What follows belongs to an exercise in optimizing a design on an open flow for small area, a short achievable clock period and few clock cycles per item; a production flow would make more cautious choices. Only simulation tests tie the RTL to the original design; equivalence was not proved.

==> flow/design.v (outline; a module is shown in full before it is edited, if it fits) <==
// module wmcs_cos_unit: 270 lines
// module wmcs_cos_interp: 67 lines
// module wmcs_scaler: 2456 lines
// module windowed_multitone_column_synth_core: 1796 lines
module windowed_multitone_column_synth_core (
    input  logic               i_clk,
    input  logic               i_rst_n,
    input  logic               i_in_valid,
    output logic               o_in_stall,
    input  logic [7:0]         i_column_mask,
    output logic               o_out_valid,
    input  logic               i_out_stall,
    output logic signed [15:0] o_audio_sample,
    output logic               o_column_end,
    input  logic               psel,
    input  logic               penable,
    input  logic               pwrite,
    input  logic [4:0]         paddr,
    input  logic [31:0]        pwdata,
    output logic [31:0]        prdata,
    output logic               pready
);
  // ...
==> flow/run.sh <==
#!/bin/bash
# synth_recipe.tcl (not shown) runs the flow's synth.tcl, then flattens the netlist and writes it again
# the make line also repeats each setting of config.mk as NAME=value (left out here)
make -C /OpenROAD-flow-scripts/flow DESIGN_CONFIG=/design/flow/config.mk WORK_HOME=/design/flow/orfs CLKGATE_MAP_FILE= SYNTH_SCRIPT=/design/flow/synth_recipe.tcl finish
==> flow/config.mk <==
export PLATFORM = sky130hd
export DESIGN_NAME = windowed_multitone_column_synth_core
export DESIGN_NICKNAME = windowed_multitone_column_synth_core
export VERILOG_FILES = /design/flow/design.v
export SDC_FILE = /design/flow/constraint.sdc
export NUM_CORES = 4
export LEC_CHECK = 0
export ABC_AREA = 1
export CAP_MARGIN = 20
export CORE_MARGIN = 2
export CORE_UTILIZATION = 40
export SETUP_SLACK_MARGIN = 5
export SLEW_MARGIN = 20
export SYNTH_MEMORY_MAX_BITS = 32768
==> flow/constraint.sdc <==
create_clock -name core_clock -period 9.0 [get_ports {i_clk}]
set_input_delay 1.8000 -clock core_clock [delete_from_list [all_inputs] [get_ports {i_clk}]]
set_output_delay 1.8000 -clock core_clock [all_outputs]
set_load 0.01 [all_outputs]
==> reports/qor.log, run 1 <==
qor: run_status.outcome complete, no violations
qor: critical_path.startpoint r_addr1[5][4]
qor: timing.period_needed 4177 ps
qor: finish.final_cells 23,371
qor: critical_path.worstPathMaxFanout 40
qor: timing.finalHoldViolations 0
qor: placement.place_hpwl 490.8 mm
qor: timing.relative_slew_margins 14.31%
qor: critical_path.required 9720 ps
qor: critical_path.worst-setup-path-type flop to flop
qor: floorplan.io_pins 104
qor: synth.synth.mux.area_fraction 0.02261%
qor: floorplan.start_util 40.19%
qor: global_route.globalRouteTotalUtil 37.06%
qor: critical_path.cp_cell_sequence buf_4 > clkinv_1 > buf_4 > ha_1 > o21ai_0 > inv_1 > a21oi_1 > o21ai_0 > a211oi_1 > nor2_1 > a21oi_1 > a31oi_1
qor: clock_tree.clkLatencyLatePin 880 ps
qor: critical_path.critical-path-slowest-cell sky130_fd_sc_hd__o21ai_0
qor: synth.synthXorXnorAreaFrac 5.090%
qor: synth.total_of_warnings_raised_by_yosys 23
qor: critical_path.cp-start-kind flop
qor: critical_path.reg2reg_depth 12
qor: floorplan.die-height 580.3 µm
qor: drt.routedWlPerCell 27.89 µm
qor: synth.synth_top_area_share 18.96%
qor: clock_tree.clkTransAtPathRegs 80 ps
qor: drt.detail-route-antenna-nets 0
qor: finish.nNonClkBuffers 469
qor: synth.synth_seq_cells 1,428
qor: min_path.startpoint_of_the_lowest_slack_hold_path r_addr1[0][0]
qor: drt.met2RoutedLength 276.1 mm
qor: drt.drt_iter0_markers 20,208
qor: synth.average_cell_area_after_synthesis 6.954 µm²
qor: drt.wirelength_met1 264.2 mm
qor: synth.synth_cells 19,102
qor: synth.synthAdderAreaFrac 18.04%
qor: placement.port_buffers 100
Testbench counts, summed over its fixed seeds: cycles 5,408, items 5,120.
==> module wmcs_cos_unit, before the edit <==
module wmcs_cos_unit (
    input  logic [10:0] i_addr,    
    output logic [17:0] o_b,       
    output logic [7:0]  o_s,       
    output logic        o_c        
);
    always_comb begin
        unique case (i_addr[10:2])
            9'd0: begin o_b = 18'd0; o_s = 8'd202; end
            9'd1: begin o_b = 18'd804; o_s = 8'd202; end
            9'd2: begin o_b = 18'd1608; o_s = 8'd202; end
            9'd3: begin o_b = 18'd2412; o_s = 8'd202; end
            9'd4: begin o_b = 18'd3216; o_s = 8'd202; end
            9'd5: begin o_b = 18'd4020; o_s = 8'd202; end
            9'd6: begin o_b = 18'd4824; o_s = 8'd202; end
            9'd7: begin o_b = 18'd5629; o_s = 8'd201; end
            9'd8: begin o_b = 18'd6432; o_s = 8'd201; end
            9'd9: begin o_b = 18'd7236; o_s = 8'd201; end
            9'd10: begin o_b = 18'd8039; o_s = 8'd201; end
            9'd11: begin o_b = 18'd8840; o_s = 8'd201; end
            9'd12: begin o_b = 18'd9644; o_s = 8'd201; end
            9'd13: begin o_b = 18'd10444; o_s = 8'd201; end
            9'd14: begin o_b = 18'd11246; o_s = 8'd201; end
            9'd15: begin o_b = 18'd12048; o_s = 8'd201; end
            9'd16: begin o_b = 18'd12848; o_s = 8'd201; end
            9'd17: begin o_b = 18'd13648; o_s = 8'd201; end
            9'd18: begin o_b = 18'd14448; o_s = 8'd201; end
            9'd19: begin o_b = 18'd15248; o_s = 8'd199; end
            9'd20: begin o_b = 18'd16047; o_s = 8'd199; end
            9'd21: begin o_b = 18'd16844; o_s = 8'd199; end
            9'd22: begin o_b = 18'd17642; o_s = 8'd199; end
            9'd23: begin o_b = 18'd18438; o_s = 8'd199; end
            9'd24: begin o_b = 18'd19233; o_s = 8'd199; end
            9'd25: begin o_b = 18'd20029; o_s = 8'd199; end
            9'd26: begin o_b = 18'd20822; o_s = 8'd199; end
            9'd27: begin o_b = 18'd21616; o_s = 8'd199; end
            9'd28: begin o_b = 18'd22409; o_s = 8'd199; end
            9'd29: begin o_b = 18'd23203; o_s = 8'd197; end
            9'd30: begin o_b = 18'd23994; o_s = 8'd197; end
            9'd31: begin o_b = 18'd24783; o_s = 8'd197; end
            9'd32: begin o_b = 18'd25573; o_s = 8'd197; end
            9'd33: begin o_b = 18'd26360; o_s = 8'd197; end
            9'd34: begin o_b = 18'd27148; o_s = 8'd197; end
            9'd35: begin o_b = 18'd27932; o_s = 8'd197; end
            9'd36: begin o_b = 18'd28720; o_s = 8'd197; end
            9'd37: begin o_b = 18'd29505; o_s = 8'd195; end
            9'd38: begin o_b = 18'd30287; o_s = 8'd195; end
            9'd39: begin o_b = 18'd31069; o_s = 8'd195; end
            9'd40: begin o_b = 18'd31849; o_s = 8'd195; end
            9'd41: begin o_b = 18'd32629; o_s = 8'd195; end
            9'd42: begin o_b = 18'd33406; o_s = 8'd195; end
            9'd43: begin o_b = 18'd34184; o_s = 8'd194; end
            9'd44: begin o_b = 18'd34961; o_s = 8'd193; end
            9'd45: begin o_b = 18'd35735; o_s = 8'd193; end
            9'd46: begin o_b = 18'd36508; o_s = 8'd193; end
            9'd47: begin o_b = 18'd37279; o_s = 8'd193; end
            9'd48: begin o_b = 18'd38048; o_s = 8'd193; end
            9'd49: begin o_b = 18'd38816; o_s = 8'd193; end
            9'd50: begin o_b = 18'd39584; o_s = 8'd193; end
            9'd51: begin o_b = 18'd40352; o_s = 8'd191; end
            9'd52: begin o_b = 18'd41116; o_s = 8'd191; end
            9'd53: begin o_b = 18'd41878; o_s = 8'd191; end
            9'd54: begin o_b = 18'd42640; o_s = 8'd190; end
            9'd55: begin o_b = 18'd43400; o_s = 8'd190; end
            9'd56: begin o_b = 18'd44159; o_s = 8'd189; end
            9'd57: begin o_b = 18'd44915; o_s = 8'd189; end
            9'd58: begin o_b = 18'd45668; o_s = 8'd189; end
            9'd59: begin o_b = 18'd46420; o_s = 8'd189; end
            9'd60: begin o_b = 18'd47172; o_s = 8'd189; end
            9'd61: begin o_b = 18'd47920; o_s = 8'd189; end
            9'd62: begin o_b = 18'd48670; o_s = 8'd187; end
            9'd63: begin o_b = 18'd49416; o_s = 8'd186; end
            9'd64: begin o_b = 18'd50160; o_s = 8'd186; end
            9'd65: begin o_b = 18'd50903; o_s = 8'd185; end
            9'd66: begin o_b = 18'd51643; o_s = 8'd185; end
            9'd67: begin o_b = 18'd52380; o_s = 8'd185; end
            9'd68: begin o_b = 18'd53116; o_s = 8'd185; end
            9'd69: begin o_b = 18'd53852; o_s = 8'd183; end
            9'd70: begin o_b = 18'd54584; o_s = 8'd183; end
            9'd71: begin o_b = 18'd55313; o_s = 8'd183; end
            9'd72: begin o_b = 18'd56043; o_s = 8'd181; end
            9'd73: begin o_b = 18'd56768; o_s = 8'd181; end
            9'd74: begin o_b = 18'd57492; o_s = 8'd181; end
            9'd75: begin o_b = 18'd58212; o_s = 8'd181; end
            9'd76: begin o_b = 18'd58934; o_s = 8'd179; end
            9'd77: begin o_b = 18'd59650; o_s = 8'd179; end
            9'd78: begin o_b = 18'd60365; o_s = 8'd179; end
            9'd79: begin o_b = 18'd61079; o_s = 8'd177; end
            9'd80: begin o_b = 18'd61789; o_s = 8'd177; end
            9'd81: begin o_b = 18'd62496; o_s = 8'd177; end
            9'd82: begin o_b = 18'd63200; o_s = 8'd177; end
            9'd83: begin o_b = 18'd63904; o_s = 8'd177; end
            9'd84: begin o_b = 18'd64606; o_s = 8'd175; end
            9'd85: begin o_b = 18'd65304; o_s = 8'd174; end
            9'd86: begin o_b = 18'd66000; o_s = 8'd174; end
            9'd87: begin o_b = 18'd66695; o_s = 8'd173; end
            9'd88: begin o_b = 18'd67384; o_s = 8'd173; end
            9'd89: begin o_b = 18'd68072; o_s = 8'd173; end
            9'd90: begin o_b = 18'd68761; o_s = 8'd171; end
            9'd91: begin o_b = 18'd69444; o_s = 8'd170; end
            9'd92: begin o_b = 18'd70124; o_s = 8'd170; end
            9'd93: begin o_b = 18'd70803; o_s = 8'd169; end
            9'd94: begin o_b = 18'd71476; o_s = 8'd169; end
            9'd95: begin o_b = 18'd72148; o_s = 8'd169; end
            9'd96: begin o_b = 18'd72821; o_s = 8'd167; end
            9'd97: begin o_b = 18'd73488; o_s = 8'd166; end
            9'd98: begin o_b = 18'd74152; o_s = 8'd166; end
            9'd99: begin o_b = 18'd74815; o_s = 8'd165; end
            9'd100: begin o_b = 18'd75472; o_s = 8'd165; end
            9'd101: begin o_b = 18'd76128; o_s = 8'd165; end
            9'd102: begin o_b = 18'd76782; o_s = 8'd163; end
            9'd103: begin o_b = 18'd77435; o_s = 8'd161; end
            9'd104: begin o_b = 18'd78082; o_s = 8'd161; end
            9'd105: begin o_b = 18'd78724; o_s = 8'd161; end
            9'd106: begin o_b = 18'd79364; o_s = 8'd161; end
            9'd107: begin o_b = 18'd80006; o_s = 8'd159; end
            9'd108: begin o_b = 18'd80641; o_s = 8'd159; end
            9'd109: begin o_b = 18'd81272; o_s = 8'd158; end
            9'd110: begin o_b = 18'd81903; o_s = 8'd157; end
            9'd111: begin o_b = 18'd82528; o_s = 8'd157; end
            9'd112: begin o_b = 18'd83153; o_s = 8'd155; end
            9'd113: begin o_b = 18'd83772; o_s = 8'd155; end
            9'd114: begin o_b = 18'd84391; o_s = 8'd153; end
            9'd115: begin o_b = 18'd85004; o_s = 8'd153; end
            9'd116: begin o_b = 18'd85612; o_s = 8'd153; end
            9'd117: begin o_b = 18'd86222; o_s = 8'd151; end
            9'd118: begin o_b = 18'd86825; o_s = 8'd151; end
            9'd119: begin o_b = 18'd87427; o_s = 8'd149; end
            9'd120: begin o_b = 18'd88024; o_s = 8'd149; end
            9'd121: begin o_b = 18'd88616; o_s = 8'd149; end
            9'd122: begin o_b = 18'd89209; o_s = 8'd147; end
            9'd123: begin o_b = 18'd89796; o_s = 8'd146; end
            9'd124: begin o_b = 18'd90380; o_s = 8'd146; end
            9'd125: begin o_b = 18'd90960; o_s = 8'd145; end
            9'd126: begin o_b = 18'd91536; o_s = 8'd145; end
            9'd127: begin o_b = 18'd92113; o_s = 8'd143; end
            9'd128: begin o_b = 18'd92681; o_s = 8'd143; end
            9'd129: begin o_b = 18'd93251; o_s = 8'd141; end
            9'd130: begin o_b = 18'd93812; o_s = 8'd141; end
            9'd131: begin o_b = 18'd94374; o_s = 8'd139; end
            9'd132: begin o_b = 18'd94929; o_s = 8'd139; end
            9'd133: begin o_b = 18'd95483; o_s = 8'd137; end
            9'd134: begin o_b = 18'd96032; o_s = 8'd137; end
            9'd135: begin o_b = 18'd96576; o_s = 8'd137; end
            9'd136: begin o_b = 18'd97118; o_s = 8'd135; end
            9'd137: begin o_b = 18'd97659; o_s = 8'd133; end
            9'd138: begin o_b = 18'd98192; o_s = 8'd133; end
            9'd139: begin o_b = 18'd98720; o_s = 8'd133; end
            9'd140: begin o_b = 18'd99250; o_s = 8'd131; end
            9'd141: begin o_b = 18'd99773; o_s = 8'd131; end
            9'd142: begin o_b = 18'd100292; o_s = 8'd130; end
            9'd143: begin o_b = 18'd100808; o_s = 8'd129; end
            9'd144: begin o_b = 18'd101322; o_s = 8'd127; end
            9'd145: begin o_b = 18'd101829; o_s = 8'd127; end
            9'd146: begin o_b = 18'd102335; o_s = 8'd125; end
            9'd147: begin o_b = 18'd102834; o_s = 8'd125; end
            9'd148: begin o_b = 18'd103332; o_s = 8'd123; end
            9'd149: begin o_b = 18'd103824; o_s = 8'd123; end
            9'd150: begin o_b = 18'd104312; o_s = 8'd122; end
            9'd151: begin o_b = 18'd104797; o_s = 8'd121; end
            9'd152: begin o_b = 18'd105280; o_s = 8'd119; end
            9'd153: begin o_b = 18'd105756; o_s = 8'd119; end
            9'd154: begin o_b = 18'd106228; o_s = 8'd118; end
            9'd155: begin o_b = 18'd106699; o_s = 8'd117; end
            9'd156: begin o_b = 18'd107165; o_s = 8'd115; end
            9'd157: begin o_b = 18'd107625; o_s = 8'd115; end
            9'd158: begin o_b = 18'd108083; o_s = 8'd113; end
            9'd159: begin o_b = 18'd108535; o_s = 8'd113; end
            9'd160: begin o_b = 18'd108984; o_s = 8'd111; end
            9'd161: begin o_b = 18'd109428; o_s = 8'd111; end
            9'd162: begin o_b = 18'd109868; o_s = 8'd110; end
            9'd163: begin o_b = 18'd110304; o_s = 8'd109; end
            9'd164: begin o_b = 18'd110736; o_s = 8'd109; end
            9'd165: begin o_b = 18'd111165; o_s = 8'd107; end
            9'd166: begin o_b = 18'd111591; o_s = 8'd105; end
            9'd167: begin o_b = 18'd112008; o_s = 8'd105; end
            9'd168: begin o_b = 18'd112426; o_s = 8'd103; end
            9'd169: begin o_b = 18'd112836; o_s = 8'd102; end
            9'd170: begin o_b = 18'd113244; o_s = 8'd101; end
            9'd171: begin o_b = 18'd113644; o_s = 8'd101; end
            9'd172: begin o_b = 18'd114045; o_s = 8'd99; end
            9'd173: begin o_b = 18'd114441; o_s = 8'd97; end
            9'd174: begin o_b = 18'd114828; o_s = 8'd97; end
            9'd175: begin o_b = 18'd115212; o_s = 8'd97; end
            9'd176: begin o_b = 18'd115596; o_s = 8'd95; end
            9'd177: begin o_b = 18'd115972; o_s = 8'd94; end
            9'd178: begin o_b = 18'd116344; o_s = 8'd93; end
            9'd179: begin o_b = 18'd116712; o_s = 8'd93; end
            9'd180: begin o_b = 18'd117077; o_s = 8'd91; end
            9'd181: begin o_b = 18'd117436; o_s = 8'd90; end
            9'd182: begin o_b = 18'd117792; o_s = 8'd89; end
            9'd183: begin o_b = 18'd118142; o_s = 8'd87; end
            9'd184: begin o_b = 18'd118488; o_s = 8'd86; end
            9'd185: begin o_b = 18'd118831; o_s = 8'd85; end
            9'd186: begin o_b = 18'd119169; o_s = 8'd83; end
            9'd187: begin o_b = 18'd119500; o_s = 8'd82; end
            9'd188: begin o_b = 18'd119829; o_s = 8'd81; end
            9'd189: begin o_b = 18'd120152; o_s = 8'd81; end
            9'd190: begin o_b = 18'd120472; o_s = 8'd79; end
            9'd191: begin o_b = 18'd120787; o_s = 8'd77; end
            9'd192: begin o_b = 18'd121096; o_s = 8'd77; end
            9'd193: begin o_b = 18'd121400; o_s = 8'd77; end
            9'd194: begin o_b = 18'd121701; o_s = 8'd75; end
            9'd195: begin o_b = 18'd121999; o_s = 8'd73; end
            9'd196: begin o_b = 18'd122288; o_s = 8'd73; end
            9'd197: begin o_b = 18'd122578; o_s = 8'd71; end
            9'd198: begin o_b = 18'd122860; o_s = 8'd70; end
            9'd199: begin o_b = 18'd123136; o_s = 8'd70; end
            9'd200: begin o_b = 18'd123412; o_s = 8'd67; end
            9'd201: begin o_b = 18'd123680; o_s = 8'd66; end
            9'd202: begin o_b = 18'd123944; o_s = 8'd65; end
            9'd203: begin o_b = 18'd124202; o_s = 8'd64; end
            9'd204: begin o_b = 18'd124458; o_s = 8'd63; end
            9'd205: begin o_b = 18'd124709; o_s = 8'd61; end
            9'd206: begin o_b = 18'd124952; o_s = 8'd61; end
            9'd207: begin o_b = 18'd125194; o_s = 8'd59; end
            9'd208: begin o_b = 18'd125431; o_s = 8'd57; end
            9'd209: begin o_b = 18'd125660; o_s = 8'd57; end
            9'd210: begin o_b = 18'd125884; o_s = 8'd57; end
            9'd211: begin o_b = 18'd126108; o_s = 8'd55; end
            9'd212: begin o_b = 18'd126324; o_s = 8'd54; end
            9'd213: begin o_b = 18'd126536; o_s = 8'd53; end
            9'd214: begin o_b = 18'd126745; o_s = 8'd51; end
            9'd215: begin o_b = 18'd126949; o_s = 8'd49; end
            9'd216: begin o_b = 18'd127144; o_s = 8'd49; end
            9'd217: begin o_b = 18'd127336; o_s = 8'd49; end
            9'd218: begin o_b = 18'd127525; o_s = 8'd47; end
            9'd219: begin o_b = 18'd127708; o_s = 8'd46; end
            9'd220: begin o_b = 18'd127888; o_s = 8'd45; end
            9'd221: begin o_b = 18'd128062; o_s = 8'd43; end
            9'd222: begin o_b = 18'd128232; o_s = 8'd41; end
            9'd223: begin o_b = 18'd128396; o_s = 8'd41; end
            9'd224: begin o_b = 18'd128554; o_s = 8'd39; end
            9'd225: begin o_b = 18'd128708; o_s = 8'd38; end
            9'd226: begin o_b = 18'd128859; o_s = 8'd37; end
            9'd227: begin o_b = 18'd129004; o_s = 8'd35; end
            9'd228: begin o_b = 18'd129144; o_s = 8'd34; end
            9'd229: begin o_b = 18'd129279; o_s = 8'd33; end
            9'd230: begin o_b = 18'd129408; o_s = 8'd33; end
            9'd231: begin o_b = 18'd129533; o_s = 8'd31; end
            9'd232: begin o_b = 18'd129655; o_s = 8'd29; end
            9'd233: begin o_b = 18'd129768; o_s = 8'd29; end
            9'd234: begin o_b = 18'd129881; o_s = 8'd27; end
            9'd235: begin o_b = 18'd129987; o_s = 8'd25; end
            9'd236: begin o_b = 18'd130088; o_s = 8'd25; end
            9'd237: begin o_b = 18'd130184; o_s = 8'd23; end
            9'd238: begin o_b = 18'd130273; o_s = 8'd23; end
            9'd239: begin o_b = 18'd130360; o_s = 8'd21; end
            9'd240: begin o_b = 18'd130440; o_s = 8'd21; end
            9'd241: begin o_b = 18'd130517; o_s = 8'd19; end
            9'd242: begin o_b = 18'd130588; o_s = 8'd18; end
            9'd243: begin o_b = 18'd130658; o_s = 8'd15; end
            9'd244: begin o_b = 18'd130717; o_s = 8'd15; end
            9'd245: begin o_b = 18'd130775; o_s = 8'd13; end
            9'd246: begin o_b = 18'd130824; o_s = 8'd13; end
            9'd247: begin o_b = 18'd130873; o_s = 8'd11; end
            9'd248: begin o_b = 18'd130917; o_s = 8'd9; end
            9'd249: begin o_b = 18'd130952; o_s = 8'd9; end
            9'd250: begin o_b = 18'd130985; o_s = 8'd7; end
            9'd251: begin o_b = 18'd131012; o_s = 8'd6; end
            9'd252: begin o_b = 18'd131032; o_s = 8'd5; end
            9'd253: begin o_b = 18'd131048; o_s = 8'd5; end
            9'd254: begin o_b = 18'd131064; o_s = 8'd2; end
            9'd255: begin o_b = 18'd131071; o_s = 8'd1; end
            9'd256: begin o_b = 18'd131074; o_s = 8'd0; end
            default: begin o_b = 18'd0; o_s = 8'd0; end
        endcase
    end
    assign o_c = (i_addr == 11'd813);
endmodule
==> run 2, diff against run 1 <==
--- a/flow/design.v
+++ b/flow/design.v
@@ -2,4 +2,4 @@
     input  logic [10:0] i_addr,    
-    output logic [17:0] o_b,       
-    output logic [7:0]  o_s,       
+    output logic [18:0] o_b,       
+    output logic [8:0]  o_s,       
     output logic        o_c        
@@ -7,269 +7,193 @@
     always_comb begin
-        unique case (i_addr[10:2])
-            9'd0: begin o_b = 18'd0; o_s = 8'd202; end
-            9'd1: begin o_b = 18'd804; o_s = 8'd202; end
-            9'd2: begin o_b = 18'd1608; o_s = 8'd202; end
-            9'd3: begin o_b = 18'd2412; o_s = 8'd202; end
-            9'd4: begin o_b = 18'd3216; o_s = 8'd202; end
-            9'd5: begin o_b = 18'd4020; o_s = 8'd202; end
-            9'd6: begin o_b = 18'd4824; o_s = 8'd202; end
-            9'd7: begin o_b = 18'd5629; o_s = 8'd201; end
-            9'd8: begin o_b = 18'd6432; o_s = 8'd201; end
-            9'd9: begin o_b = 18'd7236; o_s = 8'd201; end
-            9'd10: begin o_b = 18'd8039; o_s = 8'd201; end
-            9'd11: begin o_b = 18'd8840; o_s = 8'd201; end
-            9'd12: begin o_b = 18'd9644; o_s = 8'd201; end
-            9'd13: begin o_b = 18'd10444; o_s = 8'd201; end
-            9'd14: begin o_b = 18'd11246; o_s = 8'd201; end
-            9'd15: begin o_b = 18'd12048; o_s = 8'd201; end
-            9'd16: begin o_b = 18'd12848; o_s = 8'd201; end
-            9'd17: begin o_b = 18'd13648; o_s = 8'd201; end
-            9'd18: begin o_b = 18'd14448; o_s = 8'd201; end
-            9'd19: begin o_b = 18'd15248; o_s = 8'd199; end
-            9'd20: begin o_b = 18'd16047; o_s = 8'd199; end
-            9'd21: begin o_b = 18'd16844; o_s = 8'd199; end
-            9'd22: begin o_b = 18'd17642; o_s = 8'd199; end
-            9'd23: begin o_b = 18'd18438; o_s = 8'd199; end
-            9'd24: begin o_b = 18'd19233; o_s = 8'd199; end
-            9'd25: begin o_b = 18'd20029; o_s = 8'd199; end
-            9'd26: begin o_b = 18'd20822; o_s = 8'd199; end
-            9'd27: begin o_b = 18'd21616; o_s = 8'd199; end
-            9'd28: begin o_b = 18'd22409; o_s = 8'd199; end
-            9'd29: begin o_b = 18'd23203; o_s = 8'd197; end
-            9'd30: begin o_b = 18'd23994; o_s = 8'd197; end
-            9'd31: begin o_b = 18'd24783; o_s = 8'd197; end
-            9'd32: begin o_b = 18'd25573; o_s = 8'd197; end
-            9'd33: begin o_b = 18'd26360; o_s = 8'd197; end
-            9'd34: begin o_b = 18'd27148; o_s = 8'd197; end
-            9'd35: begin o_b = 18'd27932; o_s = 8'd197; end
-            9'd36: begin o_b = 18'd28720; o_s = 8'd197; end
-            9'd37: begin o_b = 18'd29505; o_s = 8'd195; end
-            9'd38: begin o_b = 18'd30287; o_s = 8'd195; end
-            9'd39: begin o_b = 18'd31069; o_s = 8'd195; end
-            9'd40: begin o_b = 18'd31849; o_s = 8'd195; end
-            9'd41: begin o_b = 18'd32629; o_s = 8'd195; end
-            9'd42: begin o_b = 18'd33406; o_s = 8'd195; end
-            9'd43: begin o_b = 18'd34184; o_s = 8'd194; end
-            9'd44: begin o_b = 18'd34961; o_s = 8'd193; end
-            9'd45: begin o_b = 18'd35735; o_s = 8'd193; end
-            9'd46: begin o_b = 18'd36508; o_s = 8'd193; end
-            9'd47: begin o_b = 18'd37279; o_s = 8'd193; end
-            9'd48: begin o_b = 18'd38048; o_s = 8'd193; end
-            9'd49: begin o_b = 18'd38816; o_s = 8'd193; end
-            9'd50: begin o_b = 18'd39584; o_s = 8'd193; end
-            9'd51: begin o_b = 18'd40352; o_s = 8'd191; end
-            9'd52: begin o_b = 18'd41116; o_s = 8'd191; end
-            9'd53: begin o_b = 18'd41878; o_s = 8'd191; end
-            9'd54: begin o_b = 18'd42640; o_s = 8'd190; end
-            9'd55: begin o_b = 18'd43400; o_s = 8'd190; end
-            9'd56: begin o_b = 18'd44159; o_s = 8'd189; end
-            9'd57: begin o_b = 18'd44915; o_s = 8'd189; end
-            9'd58: begin o_b = 18'd45668; o_s = 8'd189; end
-            9'd59: begin o_b = 18'd46420; o_s = 8'd189; end
-            9'd60: begin o_b = 18'd47172; o_s = 8'd189; end
-            9'd61: begin o_b = 18'd47920; o_s = 8'd189; end
-            9'd62: begin o_b = 18'd48670; o_s = 8'd187; end
-            9'd63: begin o_b = 18'd49416; o_s = 8'd186; end
-            9'd64: begin o_b = 18'd50160; o_s = 8'd186; end
-            9'd65: begin o_b = 18'd50903; o_s = 8'd185; end
-            9'd66: begin o_b = 18'd51643; o_s = 8'd185; end
-            9'd67: begin o_b = 18'd52380; o_s = 8'd185; end
-            9'd68: begin o_b = 18'd53116; o_s = 8'd185; end
-            9'd69: begin o_b = 18'd53852; o_s = 8'd183; end
-            9'd70: begin o_b = 18'd54584; o_s = 8'd183; end
-            9'd71: begin o_b = 18'd55313; o_s = 8'd183; end
-            9'd72: begin o_b = 18'd56043; o_s = 8'd181; end
-            9'd73: begin o_b = 18'd56768; o_s = 8'd181; end
-            9'd74: begin o_b = 18'd57492; o_s = 8'd181; end
-            9'd75: begin o_b = 18'd58212; o_s = 8'd181; end
-            9'd76: begin o_b = 18'd58934; o_s = 8'd179; end
-            9'd77: begin o_b = 18'd59650; o_s = 8'd179; end
-            9'd78: begin o_b = 18'd60365; o_s = 8'd179; end
-            9'd79: begin o_b = 18'd61079; o_s = 8'd177; end
-            9'd80: begin o_b = 18'd61789; o_s = 8'd177; end
-            9'd81: begin o_b = 18'd62496; o_s = 8'd177; end
-            9'd82: begin o_b = 18'd63200; o_s = 8'd177; end
-            9'd83: begin o_b = 18'd63904; o_s = 8'd177; end
-            9'd84: begin o_b = 18'd64606; o_s = 8'd175; end
-            9'd85: begin o_b = 18'd65304; o_s = 8'd174; end
-            9'd86: begin o_b = 18'd66000; o_s = 8'd174; end
-            9'd87: begin o_b = 18'd66695; o_s = 8'd173; end
-            9'd88: begin o_b = 18'd67384; o_s = 8'd173; end
-            9'd89: begin o_b = 18'd68072; o_s = 8'd173; end
-            9'd90: begin o_b = 18'd68761; o_s = 8'd171; end
-            9'd91: begin o_b = 18'd69444; o_s = 8'd170; end
-            9'd92: begin o_b = 18'd70124; o_s = 8'd170; end
-            9'd93: begin o_b = 18'd70803; o_s = 8'd169; end
-            9'd94: begin o_b = 18'd71476; o_s = 8'd169; end
-            9'd95: begin o_b = 18'd72148; o_s = 8'd169; end
-            9'd96: begin o_b = 18'd72821; o_s = 8'd167; end
-            9'd97: begin o_b = 18'd73488; o_s = 8'd166; end
-            9'd98: begin o_b = 18'd74152; o_s = 8'd166; end
-            9'd99: begin o_b = 18'd74815; o_s = 8'd165; end
-            9'd100: begin o_b = 18'd75472; o_s = 8'd165; end
-            9'd101: begin o_b = 18'd76128; o_s = 8'd165; end
-            9'd102: begin o_b = 18'd76782; o_s = 8'd163; end
-            9'd103: begin o_b = 18'd77435; o_s = 8'd161; end
-            9'd104: begin o_b = 18'd78082; o_s = 8'd161; end
-            9'd105: begin o_b = 18'd78724; o_s = 8'd161; end
-            9'd106: begin o_b = 18'd79364; o_s = 8'd161; end
-            9'd107: begin o_b = 18'd80006; o_s = 8'd159; end
-            9'd108: begin o_b = 18'd80641; o_s = 8'd159; end
-            9'd109: begin o_b = 18'd81272; o_s = 8'd158; end
-            9'd110: begin o_b = 18'd81903; o_s = 8'd157; end
-            9'd111: begin o_b = 18'd82528; o_s = 8'd157; end
-            9'd112: begin o_b = 18'd83153; o_s = 8'd155; end
-            9'd113: begin o_b = 18'd83772; o_s = 8'd155; end
-            9'd114: begin o_b = 18'd84391; o_s = 8'd153; end
-            9'd115: begin o_b = 18'd85004; o_s = 8'd153; end
-            9'd116: begin o_b = 18'd85612; o_s = 8'd153; end
-            9'd117: begin o_b = 18'd86222; o_s = 8'd151; end
-            9'd118: begin o_b = 18'd86825; o_s = 8'd151; end
-            9'd119: begin o_b = 18'd87427; o_s = 8'd149; end
-            9'd120: begin o_b = 18'd88024; o_s = 8'd149; end
-            9'd121: begin o_b = 18'd88616; o_s = 8'd149; end
-            9'd122: begin o_b = 18'd89209; o_s = 8'd147; end
-            9'd123: begin o_b = 18'd89796; o_s = 8'd146; end
-            9'd124: begin o_b = 18'd90380; o_s = 8'd146; end
-            9'd125: begin o_b = 18'd90960; o_s = 8'd145; end
-            9'd126: begin o_b = 18'd91536; o_s = 8'd145; end
-            9'd127: begin o_b = 18'd92113; o_s = 8'd143; end
-            9'd128: begin o_b = 18'd92681; o_s = 8'd143; end
-            9'd129: begin o_b = 18'd93251; o_s = 8'd141; end
-            9'd130: begin o_b = 18'd93812; o_s = 8'd141; end
-            9'd131: begin o_b = 18'd94374; o_s = 8'd139; end
-            9'd132: begin o_b = 18'd94929; o_s = 8'd139; end
-            9'd133: begin o_b = 18'd95483; o_s = 8'd137; end
-            9'd134: begin o_b = 18'd96032; o_s = 8'd137; end
-            9'd135: begin o_b = 18'd96576; o_s = 8'd137; end
-            9'd136: begin o_b = 18'd97118; o_s = 8'd135; end
-            9'd137: begin o_b = 18'd97659; o_s = 8'd133; end
-            9'd138: begin o_b = 18'd98192; o_s = 8'd133; end
-            9'd139: begin o_b = 18'd98720; o_s = 8'd133; end
-            9'd140: begin o_b = 18'd99250; o_s = 8'd131; end
-            9'd141: begin o_b = 18'd99773; o_s = 8'd131; end
-            9'd142: begin o_b = 18'd100292; o_s = 8'd130; end
-            9'd143: begin o_b = 18'd100808; o_s = 8'd129; end
-            9'd144: begin o_b = 18'd101322; o_s = 8'd127; end
-            9'd145: begin o_b = 18'd101829; o_s = 8'd127; end
-            9'd146: begin o_b = 18'd102335; o_s = 8'd125; end
-            9'd147: begin o_b = 18'd102834; o_s = 8'd125; end
-            9'd148: begin o_b = 18'd103332; o_s = 8'd123; end
-            9'd149: begin o_b = 18'd103824; o_s = 8'd123; end
-            9'd150: begin o_b = 18'd104312; o_s = 8'd122; end
-            9'd151: begin o_b = 18'd104797; o_s = 8'd121; end
-            9'd152: begin o_b = 18'd105280; o_s = 8'd119; end
-            9'd153: begin o_b = 18'd105756; o_s = 8'd119; end
-            9'd154: begin o_b = 18'd106228; o_s = 8'd118; end
-            9'd155: begin o_b = 18'd106699; o_s = 8'd117; end
-            9'd156: begin o_b = 18'd107165; o_s = 8'd115; end
-            9'd157: begin o_b = 18'd107625; o_s = 8'd115; end
-            9'd158: begin o_b = 18'd108083; o_s = 8'd113; end
-            9'd159: begin o_b = 18'd108535; o_s = 8'd113; end
-            9'd160: begin o_b = 18'd108984; o_s = 8'd111; end
-            9'd161: begin o_b = 18'd109428; o_s = 8'd111; end
-            9'd162: begin o_b = 18'd109868; o_s = 8'd110; end
-            9'd163: begin o_b = 18'd110304; o_s = 8'd109; end
-            9'd164: begin o_b = 18'd110736; o_s = 8'd109; end
-            9'd165: begin o_b = 18'd111165; o_s = 8'd107; end
-            9'd166: begin o_b = 18'd111591; o_s = 8'd105; end
-            9'd167: begin o_b = 18'd112008; o_s = 8'd105; end
-            9'd168: begin o_b = 18'd112426; o_s = 8'd103; end
-            9'd169: begin o_b = 18'd112836; o_s = 8'd102; end
-            9'd170: begin o_b = 18'd113244; o_s = 8'd101; end
-            9'd171: begin o_b = 18'd113644; o_s = 8'd101; end
-            9'd172: begin o_b = 18'd114045; o_s = 8'd99; end
-            9'd173: begin o_b = 18'd114441; o_s = 8'd97; end
-            9'd174: begin o_b = 18'd114828; o_s = 8'd97; end
-            9'd175: begin o_b = 18'd115212; o_s = 8'd97; end
-            9'd176: begin o_b = 18'd115596; o_s = 8'd95; end
-            9'd177: begin o_b = 18'd115972; o_s = 8'd94; end
-            9'd178: begin o_b = 18'd116344; o_s = 8'd93; end
-            9'd179: begin o_b = 18'd116712; o_s = 8'd93; end
-            9'd180: begin o_b = 18'd117077; o_s = 8'd91; end
-            9'd181: begin o_b = 18'd117436; o_s = 8'd90; end
-            9'd182: begin o_b = 18'd117792; o_s = 8'd89; end
-            9'd183: begin o_b = 18'd118142; o_s = 8'd87; end
-            9'd184: begin o_b = 18'd118488; o_s = 8'd86; end
-            9'd185: begin o_b = 18'd118831; o_s = 8'd85; end
-            9'd186: begin o_b = 18'd119169; o_s = 8'd83; end
-            9'd187: begin o_b = 18'd119500; o_s = 8'd82; end
-            9'd188: begin o_b = 18'd119829; o_s = 8'd81; end
-            9'd189: begin o_b = 18'd120152; o_s = 8'd81; end
-            9'd190: begin o_b = 18'd120472; o_s = 8'd79; end
-            9'd191: begin o_b = 18'd120787; o_s = 8'd77; end
-            9'd192: begin o_b = 18'd121096; o_s = 8'd77; end
-            9'd193: begin o_b = 18'd121400; o_s = 8'd77; end
-            9'd194: begin o_b = 18'd121701; o_s = 8'd75; end
-            9'd195: begin o_b = 18'd121999; o_s = 8'd73; end
-            9'd196: begin o_b = 18'd122288; o_s = 8'd73; end
-            9'd197: begin o_b = 18'd122578; o_s = 8'd71; end
-            9'd198: begin o_b = 18'd122860; o_s = 8'd70; end
-            9'd199: begin o_b = 18'd123136; o_s = 8'd70; end
-            9'd200: begin o_b = 18'd123412; o_s = 8'd67; end
-            9'd201: begin o_b = 18'd123680; o_s = 8'd66; end
-            9'd202: begin o_b = 18'd123944; o_s = 8'd65; end
-            9'd203: begin o_b = 18'd124202; o_s = 8'd64; end
-            9'd204: begin o_b = 18'd124458; o_s = 8'd63; end
-            9'd205: begin o_b = 18'd124709; o_s = 8'd61; end
-            9'd206: begin o_b = 18'd124952; o_s = 8'd61; end
-            9'd207: begin o_b = 18'd125194; o_s = 8'd59; end
-            9'd208: begin o_b = 18'd125431; o_s = 8'd57; end
-            9'd209: begin o_b = 18'd125660; o_s = 8'd57; end
-            9'd210: begin o_b = 18'd125884; o_s = 8'd57; end
-            9'd211: begin o_b = 18'd126108; o_s = 8'd55; end
-            9'd212: begin o_b = 18'd126324; o_s = 8'd54; end
-            9'd213: begin o_b = 18'd126536; o_s = 8'd53; end
-            9'd214: begin o_b = 18'd126745; o_s = 8'd51; end
-            9'd215: begin o_b = 18'd126949; o_s = 8'd49; end
-            9'd216: begin o_b = 18'd127144; o_s = 8'd49; end
-            9'd217: begin o_b = 18'd127336; o_s = 8'd49; end
-            9'd218: begin o_b = 18'd127525; o_s = 8'd47; end
-            9'd219: begin o_b = 18'd127708; o_s = 8'd46; end
-            9'd220: begin o_b = 18'd127888; o_s = 8'd45; end
-            9'd221: begin o_b = 18'd128062; o_s = 8'd43; end
-            9'd222: begin o_b = 18'd128232; o_s = 8'd41; end
-            9'd223: begin o_b = 18'd128396; o_s = 8'd41; end
-            9'd224: begin o_b = 18'd128554; o_s = 8'd39; end
-            9'd225: begin o_b = 18'd128708; o_s = 8'd38; end
-            9'd226: begin o_b = 18'd128859; o_s = 8'd37; end
-            9'd227: begin o_b = 18'd129004; o_s = 8'd35; end
-            9'd228: begin o_b = 18'd129144; o_s = 8'd34; end
-            9'd229: begin o_b = 18'd129279; o_s = 8'd33; end
-            9'd230: begin o_b = 18'd129408; o_s = 8'd33; end
-            9'd231: begin o_b = 18'd129533; o_s = 8'd31; end
-            9'd232: begin o_b = 18'd129655; o_s = 8'd29; end
-            9'd233: begin o_b = 18'd129768; o_s = 8'd29; end
-            9'd234: begin o_b = 18'd129881; o_s = 8'd27; end
-            9'd235: begin o_b = 18'd129987; o_s = 8'd25; end
-            9'd236: begin o_b = 18'd130088; o_s = 8'd25; end
-            9'd237: begin o_b = 18'd130184; o_s = 8'd23; end
-            9'd238: begin o_b = 18'd130273; o_s = 8'd23; end
-            9'd239: begin o_b = 18'd130360; o_s = 8'd21; end
-            9'd240: begin o_b = 18'd130440; o_s = 8'd21; end
-            9'd241: begin o_b = 18'd130517; o_s = 8'd19; end
-            9'd242: begin o_b = 18'd130588; o_s = 8'd18; end
-            9'd243: begin o_b = 18'd130658; o_s = 8'd15; end
-            9'd244: begin o_b = 18'd130717; o_s = 8'd15; end
-            9'd245: begin o_b = 18'd130775; o_s = 8'd13; end
-            9'd246: begin o_b = 18'd130824; o_s = 8'd13; end
-            9'd247: begin o_b = 18'd130873; o_s = 8'd11; end
-            9'd248: begin o_b = 18'd130917; o_s = 8'd9; end
-            9'd249: begin o_b = 18'd130952; o_s = 8'd9; end
-            9'd250: begin o_b = 18'd130985; o_s = 8'd7; end
-            9'd251: begin o_b = 18'd131012; o_s = 8'd6; end
-            9'd252: begin o_b = 18'd131032; o_s = 8'd5; end
-            9'd253: begin o_b = 18'd131048; o_s = 8'd5; end
-            9'd254: begin o_b = 18'd131064; o_s = 8'd2; end
-            9'd255: begin o_b = 18'd131071; o_s = 8'd1; end
-            9'd256: begin o_b = 18'd131074; o_s = 8'd0; end
-            default: begin o_b = 18'd0; o_s = 8'd0; end
+        unique case (i_addr[10:3])
+            8'd0: begin o_b = 19'd4; o_s = 9'd402; end
+            8'd1: begin o_b = 19'd3220; o_s = 9'd402; end
+            8'd2: begin o_b = 19'd6436; o_s = 9'd402; end
+            8'd3: begin o_b = 19'd9654; o_s = 9'd401; end
+            8'd4: begin o_b = 19'd12868; o_s = 9'd401; end
+            8'd5: begin o_b = 19'd16079; o_s = 9'd401; end
+            8'd6: begin o_b = 19'd19288; o_s = 9'd401; end
+            8'd7: begin o_b = 19'd22494; o_s = 9'd401; end
+            8'd8: begin o_b = 19'd25696; o_s = 9'd401; end
+            8'd9: begin o_b = 19'd28900; o_s = 9'd399; end
+            8'd10: begin o_b = 19'd32092; o_s = 9'd399; end
+            8'd11: begin o_b = 19'd35284; o_s = 9'd398; end
+            8'd12: begin o_b = 19'd38466; o_s = 9'd398; end
+            8'd13: begin o_b = 19'd41646; o_s = 9'd397; end
+            8'd14: begin o_b = 19'd44823; o_s = 9'd395; end
+            8'd15: begin o_b = 19'd47986; o_s = 9'd395; end
+            8'd16: begin o_b = 19'd51149; o_s = 9'd393; end
+            8'd17: begin o_b = 19'd54296; o_s = 9'd393; end
+            8'd18: begin o_b = 19'd57445; o_s = 9'd391; end
+            8'd19: begin o_b = 19'd60573; o_s = 9'd391; end
+            8'd20: begin o_b = 19'd63698; o_s = 9'd390; end
+            8'd21: begin o_b = 19'd66812; o_s = 9'd389; end
+            8'd22: begin o_b = 19'd69921; o_s = 9'd387; end
+            8'd23: begin o_b = 19'd73019; o_s = 9'd385; end
+            8'd24: begin o_b = 19'd76096; o_s = 9'd385; end
+            8'd25: begin o_b = 19'd79172; o_s = 9'd383; end
+            8'd26: begin o_b = 19'd82234; o_s = 9'd381; end
+            8'd27: begin o_b = 19'd85280; o_s = 9'd380; end
+            8'd28: begin o_b = 19'd88318; o_s = 9'd378; end
+            8'd29: begin o_b = 19'd91336; o_s = 9'd377; end
+            8'd30: begin o_b = 19'd94347; o_s = 9'd375; end
+            8'd31: begin o_b = 19'd97340; o_s = 9'd373; end
+            8'd32: begin o_b = 19'd100322; o_s = 9'd371; end
+            8'd33: begin o_b = 19'd103287; o_s = 9'd369; end
+            8'd34: begin o_b = 19'd106236; o_s = 9'd367; end
+            8'd35: begin o_b = 19'd109169; o_s = 9'd365; end
+            8'd36: begin o_b = 19'd112086; o_s = 9'd362; end
+            8'd37: begin o_b = 19'd114984; o_s = 9'd361; end
+            8'd38: begin o_b = 19'd117868; o_s = 9'd358; end
+            8'd39: begin o_b = 19'd120735; o_s = 9'd355; end
+            8'd40: begin o_b = 19'd123581; o_s = 9'd353; end
+            8'd41: begin o_b = 19'd126400; o_s = 9'd353; end
+            8'd42: begin o_b = 19'd129212; o_s = 9'd349; end
+            8'd43: begin o_b = 19'd132002; o_s = 9'd347; end
+            8'd44: begin o_b = 19'd134768; o_s = 9'd345; end
+            8'd45: begin o_b = 19'd137524; o_s = 9'd341; end
+            8'd46: begin o_b = 19'd140250; o_s = 9'd339; end
+            8'd47: begin o_b = 19'd142952; o_s = 9'd337; end
+            8'd48: begin o_b = 19'd145644; o_s = 9'd333; end
+            8'd49: begin o_b = 19'd148306; o_s = 9'd331; end
+            8'd50: begin o_b = 19'd150944; o_s = 9'd329; end
+            8'd51: begin o_b = 19'd153564; o_s = 9'd325; end
+            8'd52: begin o_b = 19'd156166; o_s = 9'd321; end
+            8'd53: begin o_b = 19'd158734; o_s = 9'd319; end
+            8'd54: begin o_b = 19'd161287; o_s = 9'd315; end
+            8'd55: begin o_b = 19'd163807; o_s = 9'd313; end
+            8'd56: begin o_b = 19'd166309; o_s = 9'd309; end
+            8'd57: begin o_b = 19'd168782; o_s = 9'd306; end
+            8'd58: begin o_b = 19'd171230; o_s = 9'd303; end
+            8'd59: begin o_b = 19'd173655; o_s = 9'd299; end
+            8'd60: begin o_b = 19'd176048; o_s = 9'd297; end
+            8'd61: begin o_b = 19'd178420; o_s = 9'd293; end
+            8'd62: begin o_b = 19'd180766; o_s = 9'd289; end
+            8'd63: begin o_b = 19'd183077; o_s = 9'd287; end
+            8'd64: begin o_b = 19'd185367; o_s = 9'd283; end
+            8'd65: begin o_b = 19'd187630; o_s = 9'd279; end
+            8'd66: begin o_b = 19'd189863; o_s = 9'd275; end
+            8'd67: begin o_b = 19'd192064; o_s = 9'd273; end
+            8'd68: begin o_b = 19'd194236; o_s = 9'd269; end
+            8'd69: begin o_b = 19'd196384; o_s = 9'd265; end
+            8'd70: begin o_b = 19'd198503; o_s = 9'd261; end
+            8'd71: begin o_b = 19'd200590; o_s = 9'd257; end
+            8'd72: begin o_b = 19'd202647; o_s = 9'd253; end
+            8'd73: begin o_b = 19'd204668; o_s = 9'd250; end
+            8'd74: begin o_b = 19'd206664; o_s = 9'd246; end
+            8'd75: begin o_b = 19'd208630; o_s = 9'd241; end
+            8'd76: begin o_b = 19'd210560; o_s = 9'd238; end
+            8'd77: begin o_b = 19'd212458; o_s = 9'd235; end
+            8'd78: begin o_b = 19'd214330; o_s = 9'd230; end
+            8'd79: begin o_b = 19'd216166; o_s = 9'd226; end
+            8'd80: begin o_b = 19'd217968; o_s = 9'd222; end
+            8'd81: begin o_b = 19'd219742; o_s = 9'd217; end
+            8'd82: begin o_b = 19'd221479; o_s = 9'd213; end
+            8'd83: begin o_b = 19'd223183; o_s = 9'd209; end
+            8'd84: begin o_b = 19'd224852; o_s = 9'd205; end
+            8'd85: begin o_b = 19'd226488; o_s = 9'd201; end
+            8'd86: begin o_b = 19'd228092; o_s = 9'd196; end
+            8'd87: begin o_b = 19'd229656; o_s = 9'd193; end
+            8'd88: begin o_b = 19'd231192; o_s = 9'd188; end
+            8'd89: begin o_b = 19'd232688; o_s = 9'd185; end
+            8'd90: begin o_b = 19'd234159; o_s = 9'd179; end
+            8'd91: begin o_b = 19'd235588; o_s = 9'd174; end
+            8'd92: begin o_b = 19'd236978; o_s = 9'd171; end
+            8'd93: begin o_b = 19'd238340; o_s = 9'd165; end
+            8'd94: begin o_b = 19'd239661; o_s = 9'd161; end
+            8'd95: begin o_b = 19'd240944; o_s = 9'd156; end
+            8'd96: begin o_b = 19'd242192; o_s = 9'd153; end
+            8'd97: begin o_b = 19'd243407; o_s = 9'd147; end
+            8'd98: begin o_b = 19'd244582; o_s = 9'd143; end
+            8'd99: begin o_b = 19'd245724; o_s = 9'd138; end
+            8'd100: begin o_b = 19'd246826; o_s = 9'd133; end
+            8'd101: begin o_b = 19'd247895; o_s = 9'd127; end
+            8'd102: begin o_b = 19'd248916; o_s = 9'd124; end
+            8'd103: begin o_b = 19'd249910; o_s = 9'd119; end
+            8'd104: begin o_b = 19'd250862; o_s = 9'd114; end
+            8'd105: begin o_b = 19'd251772; o_s = 9'd111; end
+            8'd106: begin o_b = 19'd252654; o_s = 9'd105; end
+            8'd107: begin o_b = 19'd253492; o_s = 9'd100; end
+            8'd108: begin o_b = 19'd254288; o_s = 9'd97; end
+            8'd109: begin o_b = 19'd255055; o_s = 9'd91; end
+            8'd110: begin o_b = 19'd255780; o_s = 9'd86; end
+            8'd111: begin o_b = 19'd256464; o_s = 9'd82; end
+            8'd112: begin o_b = 19'd257108; o_s = 9'd77; end
+            8'd113: begin o_b = 19'd257719; o_s = 9'd71; end
+            8'd114: begin o_b = 19'd258290; o_s = 9'd67; end
+            8'd115: begin o_b = 19'd258823; o_s = 9'd61; end
+            8'd116: begin o_b = 19'd259311; o_s = 9'd57; end
+            8'd117: begin o_b = 19'd259767; o_s = 9'd51; end
+            8'd118: begin o_b = 19'd260180; o_s = 9'd47; end
+            8'd119: begin o_b = 19'd260550; o_s = 9'd42; end
+            8'd120: begin o_b = 19'd260887; o_s = 9'd37; end
+            8'd121: begin o_b = 19'd261183; o_s = 9'd31; end
+            8'd122: begin o_b = 19'd261439; o_s = 9'd27; end
+            8'd123: begin o_b = 19'd261653; o_s = 9'd23; end
+            8'd124: begin o_b = 19'd261837; o_s = 9'd17; end
+            8'd125: begin o_b = 19'd261972; o_s = 9'd13; end
+            8'd126: begin o_b = 19'd262064; o_s = 9'd9; end
+            8'd127: begin o_b = 19'd262130; o_s = 9'd3; end
+            8'd128: begin o_b = 19'd262148; o_s = 9'd0; end
+            default: begin o_b = 19'd0; o_s = 9'd0; end
+        endcase
+    end
+    always_comb begin
+        unique case (i_addr)
+            11'd31,
+            11'd117,
+            11'd170,
+            11'd250,
+            11'd292,
+            11'd317,
+            11'd338,
+            11'd410,
+            11'd413,
+            11'd460,
+            11'd477,
+            11'd517,
+            11'd533,
+            11'd546,
+            11'd549,
+            11'd585,
+            11'd607,
+            11'd659,
+            11'd674,
+            11'd692,
+            11'd707,
+            11'd731,
+            11'd763,
+            11'd765,
+            11'd781,
+            11'd804,
+            11'd813,
+            11'd818,
+            11'd820,
+            11'd836,
+            11'd860,
+            11'd883,
+            11'd898,
+            11'd905,
+            11'd906,
+            11'd907,
+            11'd908,
+            11'd923,
+            11'd941,
+            11'd955,
+            11'd956,
+            11'd963,
+            11'd970,
+            11'd971,
+            11'd972,
+            11'd973,
+            11'd974,
+            11'd981: o_c = 1'b1;
+            default: o_c = 1'b0;
         endcase
     end
-    assign o_c = (i_addr == 11'd813);
 endmodule
 module wmcs_cos_interp (
-    input  logic [17:0] i_b,
-    input  logic [7:0]  i_s,
-    input  logic [1:0]  i_f,       
+    input  logic [18:0] i_b,
+    input  logic [8:0]  i_s,
+    input  logic [2:0]  i_f,       
     input  logic        i_c,
@@ -305,33 +229,73 @@
     logic ci27;
-    assign ci0 = i_b[2] ^ (i_f[0] & i_s[2]);
-    assign ci1 = i_b[2] & (i_f[0] & i_s[2]);
-    assign ci2 = i_b[3] ^ (i_f[0] & i_s[3]);
-    assign ci3 = i_b[3] & (i_f[0] & i_s[3]);
-    assign ci4 = i_b[4] ^ (i_f[0] & i_s[4]);
-    assign ci5 = i_b[4] & (i_f[0] & i_s[4]);
-    assign ci6 = i_b[5] ^ (i_f[0] & i_s[5]);
-    assign ci7 = i_b[5] & (i_f[0] & i_s[5]);
-    assign ci8 = i_b[6] ^ (i_f[0] & i_s[6]);
-    assign ci9 = i_b[6] & (i_f[0] & i_s[6]);
-    assign ci10 = i_b[7] ^ (i_f[0] & i_s[7]);
-    assign ci11 = i_b[7] & (i_f[0] & i_s[7]);
-    assign ci12 = i_b[1] ^ (i_f[0] & i_s[1]);
-    assign ci13 = i_b[1] & (i_f[0] & i_s[1]);
-    assign ci14 = ci0 ^ (i_f[1] & i_s[1]) ^ i_c;
-    assign ci15 = (ci0 & (i_f[1] & i_s[1])) | (ci0 & i_c) | ((i_f[1] & i_s[1]) & i_c);
-    assign ci16 = ci1 ^ ci2 ^ (i_f[1] & i_s[2]);
-    assign ci17 = (ci1 & ci2) | (ci1 & (i_f[1] & i_s[2])) | (ci2 & (i_f[1] & i_s[2]));
-    assign ci18 = ci3 ^ ci4 ^ (i_f[1] & i_s[3]);
-    assign ci19 = (ci3 & ci4) | (ci3 & (i_f[1] & i_s[3])) | (ci4 & (i_f[1] & i_s[3]));
-    assign ci20 = ci5 ^ ci6 ^ (i_f[1] & i_s[4]);
-    assign ci21 = (ci5 & ci6) | (ci5 & (i_f[1] & i_s[4])) | (ci6 & (i_f[1] & i_s[4]));
-    assign ci22 = ci7 ^ ci8 ^ (i_f[1] & i_s[5]);
-    assign ci23 = (ci7 & ci8) | (ci7 & (i_f[1] & i_s[5])) | (ci8 & (i_f[1] & i_s[5]));
-    assign ci24 = ci9 ^ ci10 ^ (i_f[1] & i_s[6]);
-    assign ci25 = (ci9 & ci10) | (ci9 & (i_f[1] & i_s[6])) | (ci10 & (i_f[1] & i_s[6]));
-    assign ci26 = ci11 ^ i_b[8] ^ (i_f[1] & i_s[7]);
-    assign ci27 = (ci11 & i_b[8]) | (ci11 & (i_f[1] & i_s[7])) | (i_b[8] & (i_f[1] & i_s[7]));
-    logic [17:0] g;
-    assign g = {i_b[17], i_b[16], i_b[15], i_b[14], i_b[13], i_b[12], i_b[11], i_b[10], ci27, ci25, ci23, ci21, ci19, ci17, ci15, ci13, ci12, i_b[0]} + {1'b0, 1'b0, 1'b0, 1'b0, 1'b0, 1'b0, 1'b0, 1'b0, i_b[9], ci26, ci24, ci22, ci20, ci18, ci16, ci14, (i_f[1] & i_s[0]), (i_f[0] & i_s[0])};
-    assign o_mag = g[17:2];
+    logic ci28;
+    logic ci29;
+    logic ci30;
+    logic ci31;
+    logic ci32;
+    logic ci33;
+    logic ci34;
+    logic ci35;
+    logic ci36;
+    logic ci37;
+    logic ci38;
+    logic ci39;
+    logic ci40;
+    logic ci41;
+    logic ci42;
+    logic ci43;
+    logic ci44;
+    logic ci45;
+    logic ci46;
+    logic ci47;
+    assign ci0 = i_b[3] ^ (i_f[0] & i_s[3]);
+    assign ci1 = i_b[3] & (i_f[0] & i_s[3]);
+    assign ci2 = i_b[4] ^ (i_f[0] & i_s[4]);
+    assign ci3 = i_b[4] & (i_f[0] & i_s[4]);
+    assign ci4 = i_b[5] ^ (i_f[0] & i_s[5]);
+    assign ci5 = i_b[5] & (i_f[0] & i_s[5]);
+    assign ci6 = i_b[6] ^ (i_f[0] & i_s[6]);
+    assign ci7 = i_b[6] & (i_f[0] & i_s[6]);
+    assign ci8 = i_b[7] ^ (i_f[0] & i_s[7]);
+    assign ci9 = i_b[7] & (i_f[0] & i_s[7]);
+    assign ci10 = i_b[8] ^ (i_f[0] & i_s[8]);
+    assign ci11 = i_b[8] & (i_f[0] & i_s[8]);
+    assign ci12 = i_b[2] ^ (i_f[0] & i_s[2]);
+    assign ci13 = i_b[2] & (i_f[0] & i_s[2]);
+    assign ci14 = ci0 ^ (i_f[1] & i_s[2]) ^ (i_f[2] & i_s[1]);
+    assign ci15 = (ci0 & (i_f[1] & i_s[2])) | (ci0 & (i_f[2] & i_s[1])) | ((i_f[1] & i_s[2]) & (i_f[2] & i_s[1]));
+    assign ci16 = ci1 ^ ci2 ^ (i_f[1] & i_s[3]);
+    assign ci17 = (ci1 & ci2) | (ci1 & (i_f[1] & i_s[3])) | (ci2 & (i_f[1] & i_s[3]));
+    assign ci18 = ci3 ^ ci4 ^ (i_f[1] & i_s[4]);
+    assign ci19 = (ci3 & ci4) | (ci3 & (i_f[1] & i_s[4])) | (ci4 & (i_f[1] & i_s[4]));
+    assign ci20 = ci5 ^ ci6 ^ (i_f[1] & i_s[5]);
+    assign ci21 = (ci5 & ci6) | (ci5 & (i_f[1] & i_s[5])) | (ci6 & (i_f[1] & i_s[5]));
+    assign ci22 = ci7 ^ ci8 ^ (i_f[1] & i_s[6]);
+    assign ci23 = (ci7 & ci8) | (ci7 & (i_f[1] & i_s[6])) | (ci8 & (i_f[1] & i_s[6]));
+    assign ci24 = ci9 ^ ci10 ^ (i_f[1] & i_s[7]);
+    assign ci25 = (ci9 & ci10) | (ci9 & (i_f[1] & i_s[7])) | (ci10 & (i_f[1] & i_s[7]));
+    assign ci26 = ci11 ^ i_b[9] ^ (i_f[1] & i_s[8]);
+    assign ci27 = (ci11 & i_b[9]) | (ci11 & (i_f[1] & i_s[8])) | (i_b[9] & (i_f[1] & i_s[8]));
+    assign ci28 = i_b[1] ^ (i_f[0] & i_s[1]);
+    assign ci29 = i_b[1] & (i_f[0] & i_s[1]);
+    assign ci30 = ci12 ^ (i_f[1] & i_s[1]) ^ (i_f[2] & i_s[0]);
+    assign ci31 = (ci12 & (i_f[1] & i_s[1])) | (ci12 & (i_f[2] & i_s[0])) | ((i_f[1] & i_s[1]) & (i_f[2] & i_s[0]));
+    assign ci32 = ci13 ^ ci14 ^ i_c;
+    assign ci33 = (ci13 & ci14) | (ci13 & i_c) | (ci14 & i_c);
+    assign ci34 = ci15 ^ ci16 ^ (i_f[2] & i_s[2]);
+    assign ci35 = (ci15 & ci16) | (ci15 & (i_f[2] & i_s[2])) | (ci16 & (i_f[2] & i_s[2]));
+    assign ci36 = ci17 ^ ci18 ^ (i_f[2] & i_s[3]);
+    assign ci37 = (ci17 & ci18) | (ci17 & (i_f[2] & i_s[3])) | (ci18 & (i_f[2] & i_s[3]));
+    assign ci38 = ci19 ^ ci20 ^ (i_f[2] & i_s[4]);
+    assign ci39 = (ci19 & ci20) | (ci19 & (i_f[2] & i_s[4])) | (ci20 & (i_f[2] & i_s[4]));
+    assign ci40 = ci21 ^ ci22 ^ (i_f[2] & i_s[5]);
+    assign ci41 = (ci21 & ci22) | (ci21 & (i_f[2] & i_s[5])) | (ci22 & (i_f[2] & i_s[5]));
+    assign ci42 = ci23 ^ ci24 ^ (i_f[2] & i_s[6]);
+    assign ci43 = (ci23 & ci24) | (ci23 & (i_f[2] & i_s[6])) | (ci24 & (i_f[2] & i_s[6]));
+    assign ci44 = ci25 ^ ci26 ^ (i_f[2] & i_s[7]);
+    assign ci45 = (ci25 & ci26) | (ci25 & (i_f[2] & i_s[7])) | (ci26 & (i_f[2] & i_s[7]));
+    assign ci46 = ci27 ^ i_b[10] ^ (i_f[2] & i_s[8]);
+    assign ci47 = (ci27 & i_b[10]) | (ci27 & (i_f[2] & i_s[8])) | (i_b[10] & (i_f[2] & i_s[8]));
+    logic [19:0] g;
+    assign g = {1'b0, i_b[18], i_b[17], i_b[16], i_b[15], i_b[14], i_b[13], i_b[12], ci47, ci45, ci43, ci41, ci39, ci37, ci35, ci33, ci31, ci29, ci28, i_b[0]} + {1'b0, 1'b0, 1'b0, 1'b0, 1'b0, 1'b0, 1'b0, 1'b0, i_b[11], ci46, ci44, ci42, ci40, ci38, ci36, ci34, ci32, ci30, (i_f[1] & i_s[0]), (i_f[0] & i_s[0])};
+    assign o_mag = g[18:3];
 endmodule
@@ -2815,3 +2779,3 @@
     localparam int LEN_W = 16;
-    localparam int CAP   = 10;
+    localparam int CAP   = 9;
     localparam int QD    = CAP - 1;    
@@ -2898,12 +2862,2 @@
     assign o_in_stall = r_in_stall;
-    logic       r_v0;
-    logic [7:0] r_m0;
-    always_ff @(posedge i_clk) begin
-        if (!i_rst_n) begin
-            r_v0 <= 1'b0;
-        end else begin
-            r_v0 <= in_xfer;
-        end
-        r_m0 <= i_column_mask;
-    end
     logic [31:0]      r_a;        
@@ -2921,3 +2875,3 @@
         end else begin
-            if (r_v0) begin
+            if (in_xfer) begin
                 r_a <= r_lastn ? '0 : (r_a + r_top_step);
@@ -2928,2 +2882,4 @@
                                    : ((17'(r_n) + 17'd2) >= 17'(r_col_len));
+            end else if (cfg_wr && (paddr[4:2] == REG_COLUMN_LEN)) begin
+                r_lastn <= (17'(r_n) + 17'd1) >= 17'(pwdata[LEN_W-1:0]);
             end else begin
@@ -3840,5 +3796,5 @@
         end else begin
-            r_v1a <= r_v0;
+            r_v1a <= in_xfer;
         end
-        r_m1a     <= r_m0;
+        r_m1a     <= i_column_mask;
         r_last1a  <= r_lastn;
@@ -4393,4 +4349,4 @@
     assign top[7] = {ph261, ph259, ph257, ph255, ph253, ph251, ph249, ph247, ph245, ph243, ph241, ph240} + {ph262, ph260, ph258, ph256, ph254, ph252, ph250, ph248, ph246, ph244, ph242, r_c1a[7][0]};
-    logic [17:0] wb;
-    logic [7:0]  ws;
+    logic [18:0] wb;
+    logic [8:0]  ws;
     logic        wc;
@@ -4407,5 +4363,5 @@
     logic        r_sgn1 [0:ROWS-1];
-    logic [17:0] r_wb1;
-    logic [7:0]  r_ws1;
-    logic [1:0]  r_wf1;
+    logic [18:0] r_wb1;
+    logic [8:0]  r_ws1;
+    logic [2:0]  r_wf1;
     logic        r_wc1;
@@ -4426,3 +4382,3 @@
         r_ws1   <= ws;
-        r_wf1   <= r_waddr1a[1:0];
+        r_wf1   <= r_waddr1a[2:0];
         r_wc1   <= wc;
@@ -4430,4 +4386,4 @@
     end
-    logic [17:0] tb [0:ROWS-1];
-    logic [7:0]  ts [0:ROWS-1];
+    logic [18:0] tb [0:ROWS-1];
+    logic [8:0]  ts [0:ROWS-1];
     logic        tc [0:ROWS-1];
@@ -4451,5 +4407,5 @@
     logic        r_last2a;
-    logic [17:0] r_tb2a [0:ROWS-1];
-    logic [7:0]  r_ts2a [0:ROWS-1];
-    logic [1:0]  r_tf2a [0:ROWS-1];
+    logic [18:0] r_tb2a [0:ROWS-1];
+    logic [8:0]  r_ts2a [0:ROWS-1];
+    logic [2:0]  r_tf2a [0:ROWS-1];
     logic        r_tc2a [0:ROWS-1];
@@ -4469,3 +4425,3 @@
             r_ts2a[y]  <= ts[y];
-            r_tf2a[y]  <= r_addr1[y][1:0];
+            r_tf2a[y]  <= r_addr1[y][2:0];
             r_tc2a[y]  <= tc[y];
==> flow/flow/run.sh (new file) <==
#!/bin/bash
set -euo pipefail
bash standard.sh SETUP_SLACK_MARGIN=5.8 finish > orfs_make.log 2>&1
==> flow/standard.sh (new file) <==
#!/bin/bash
# synth_recipe.tcl (not shown) runs the flow's synth.tcl, then flattens the netlist and writes it again
# the make line also repeats each setting of config.mk as NAME=value (left out here)
make -C /OpenROAD-flow-scripts/flow DESIGN_CONFIG=/design/flow/config.mk WORK_HOME=/design/flow/orfs CLKGATE_MAP_FILE= SYNTH_SCRIPT=/design/flow/synth_recipe.tcl "${@:-finish}"
removed: flow/run.sh
==> run 2 against run 1 <==
- still clean on timing, DRC and antenna
- sequential share of layout area fell by 0.88 points
- critical path depth is 2 higher
- via count fell by 9.6%
- setup slack improved by 490 ps
- non-clock buffer count rose by 442
==> reports/qor.log, run 2 <==
qor: synth.synth_seq_cells 1,425 [was 1,428]
qor: synth.synth_cells 17,571 [was 19,102]
qor: critical_path.cp-start-kind flop [unchanged]
qor: critical_path.worst-setup-path-type flop to flop [unchanged]
qor: floorplan.start_util 40.25% [was 40.19%]
qor: clock_tree.clkTransAtPathRegs 60 ps [was 80 ps]
qor: drt.drt_iter0_markers 16,158 [was 20,208]
qor: drt.detail-route-antenna-nets 0 [unchanged]
qor: placement.port_buffers 100 [unchanged]
qor: critical_path.reg2reg_depth 14 [was 12]
qor: run_status.outcome complete, no violations [unchanged]
qor: synth.average_cell_area_after_synthesis 7.221 µm² [was 6.954 µm²]
qor: synth.synth.mux.area_fraction 0.02367% [was 0.02261%]
qor: critical_path.required 9870 ps [was 9720 ps]
qor: synth.synthXorXnorAreaFrac 5.225% [was 5.090%]
qor: synth.synthAdderAreaFrac 20.91% [was 18.04%]
qor: finish.final_cells 22,239 [was 23,371]
qor: floorplan.die-height 567.2 µm [was 580.3 µm]
qor: timing.relative_slew_margins 21.98% [was 14.31%]
qor: timing.finalHoldViolations 0 [unchanged]
qor: critical_path.worstPathMaxFanout 6 [was 40]
## run 2: changes by cell type after synthesis, moves of 64 or more
cell	delta
sky130_fd_sc_hd__buf_2	-83
sky130_fd_sc_hd__nand2_1	-286
sky130_fd_sc_hd__a31oi_1	-78
sky130_fd_sc_hd__o221ai_1	+64
sky130_fd_sc_hd__o21ai_0	-280
sky130_fd_sc_hd__a21oi_1	-302
sky130_fd_sc_hd__nor2_1	-182
sky130_fd_sc_hd__fa_1	+81
sky130_fd_sc_hd__ha_1	+75
sky130_fd_sc_hd__nand3_1	-171
sky130_fd_sc_hd__a41oi_1	+76
sky130_fd_sc_hd__o2111ai_1	-66
## run 2: cells by family (layout without fill, tap and decap cells)
family | Yosys count | count (layout)
simple gates | 5915 | 5921
mux | 3 | 3
fa+ha+maj | 1764 | 1764
other cells | 1 | 9
buf+inv | 3308 | 3802
xor+xnor | 757 | 757
flops | 1425 | 1425
compound gates | 4398 | 4398
## run 2: stage by stage
stage,worst slack (ps)
final,5310
after CTS,5406
after global placement,3999
after detailed placement,3987
after global routing,5274
after floorplan,5533
## run 2: final cells by class
class | count | area (µm²) | area share [%]
repair inverters | 7 | 53.80 | 0.03547
clock inverters | 73 | 845.8 | 0.5577
well taps | 4160 | 5205 | 3.432
inverters | 2581 | 10220 | 6.740
multi-input cells | 12844 | 91540 | 60.36
clock buffers | 230 | 4791 | 3.159
diodes | 8 | 20.02 | 0.01320
repair buffers | 911 | 8554 | 5.640
flip-flops and latches | 1425 | 30430 | 20.07
## run 2: critical path: stages (launching register included)
cell,delay [ps]
sky130_fd_sc_hd__dfxtp_4,410
sky130_fd_sc_hd__inv_12,80
sky130_fd_sc_hd__nor2_4,30
sky130_fd_sc_hd__a22oi_2,320
sky130_fd_sc_hd__clkinvlp_4,270
sky130_fd_sc_hd__nand2_2,130
sky130_fd_sc_hd__o2111ai_4,110
sky130_fd_sc_hd__xor2_2,190
sky130_fd_sc_hd__fa_1,510
sky130_fd_sc_hd__inv_2,40
sky130_fd_sc_hd__fa_1,510
sky130_fd_sc_hd__inv_2,40
sky130_fd_sc_hd__fa_1,480
sky130_fd_sc_hd__inv_2,40
sky130_fd_sc_hd__fa_2,510
## run 2: how the worst min path moves through the flow
stage,from,to,slack [ps]
global placement,r_last1a,r_last1,310
CTS,r_last3,r_last4,300
detailed placement,r_last1,r_last2a,310
global route,r_m1a[2],r_m1[2],320
finish,r_m1a[2],r_m1[2],300
floorplan,r_last1a,r_last1,310
## run 2: layer usage
layer	global-route usage, %	wire length, µm	part of all wire (%)	vias up
met5	0	109	0.020	-
met4	13.76	28330	5.3	16
met3	6.856	53700	10	1876
met2	48.19	228600	43	7292
met1	42.06	221400	42	61500
li1	-	-	-	60096
## run 2: repair_timing
item | 4_1_cts | 5_1_grt
resized for setup | 1362 | 963
pin swaps | 313 | 415
hold buffers | 0 | 0
cloned | 30 | 2
setup buffers | 396 | 205
endpoints found under the hold margin | 0 | 0
setup endpoints to repair | 830 | 499
Testbench counts of run 2, summed over its fixed seeds: cycles 5,376, items 5,120.

==> afterwards: timing with drivers on the ports <==
The flow's constraints put no driver on any port. The routed layouts listed below were extracted and timed again, unchanged, in two steps. Step 1 (the two cells are an assumption about what drives the block):
set clk [get_ports {i_clk}]
set_driving_cell -lib_cell sky130_fd_sc_hd__clkbuf_16 $clk
set_driving_cell -lib_cell sky130_fd_sc_hd__buf_2 [delete_from_list [all_inputs] $clk]
Step 2 also shifts input and output timing later by t, the mid clock arrival at the registers, as if the neighbouring blocks saw the same clock. Three values: ideal, step 1, step 2; two values: the first two.
run	shift t [ns]	setup WS [ns]	hold WS [ns]	worst register clock-pin slew, ns
run 1	0.928	4.823 / 4.823 / 4.367	0.315 / 0.315 / 0.315	0.08 / 0.08
run 2	0.999	5.310 / 5.310 / 4.811	0.304 / 0.304 / 0.304	0.07 / 0.07
After both steps setup and hold are still met in every run listed. The setup slack of run 2, which loses most, moves by 0.000 ns with the drivers and by -0.499 ns with both steps.
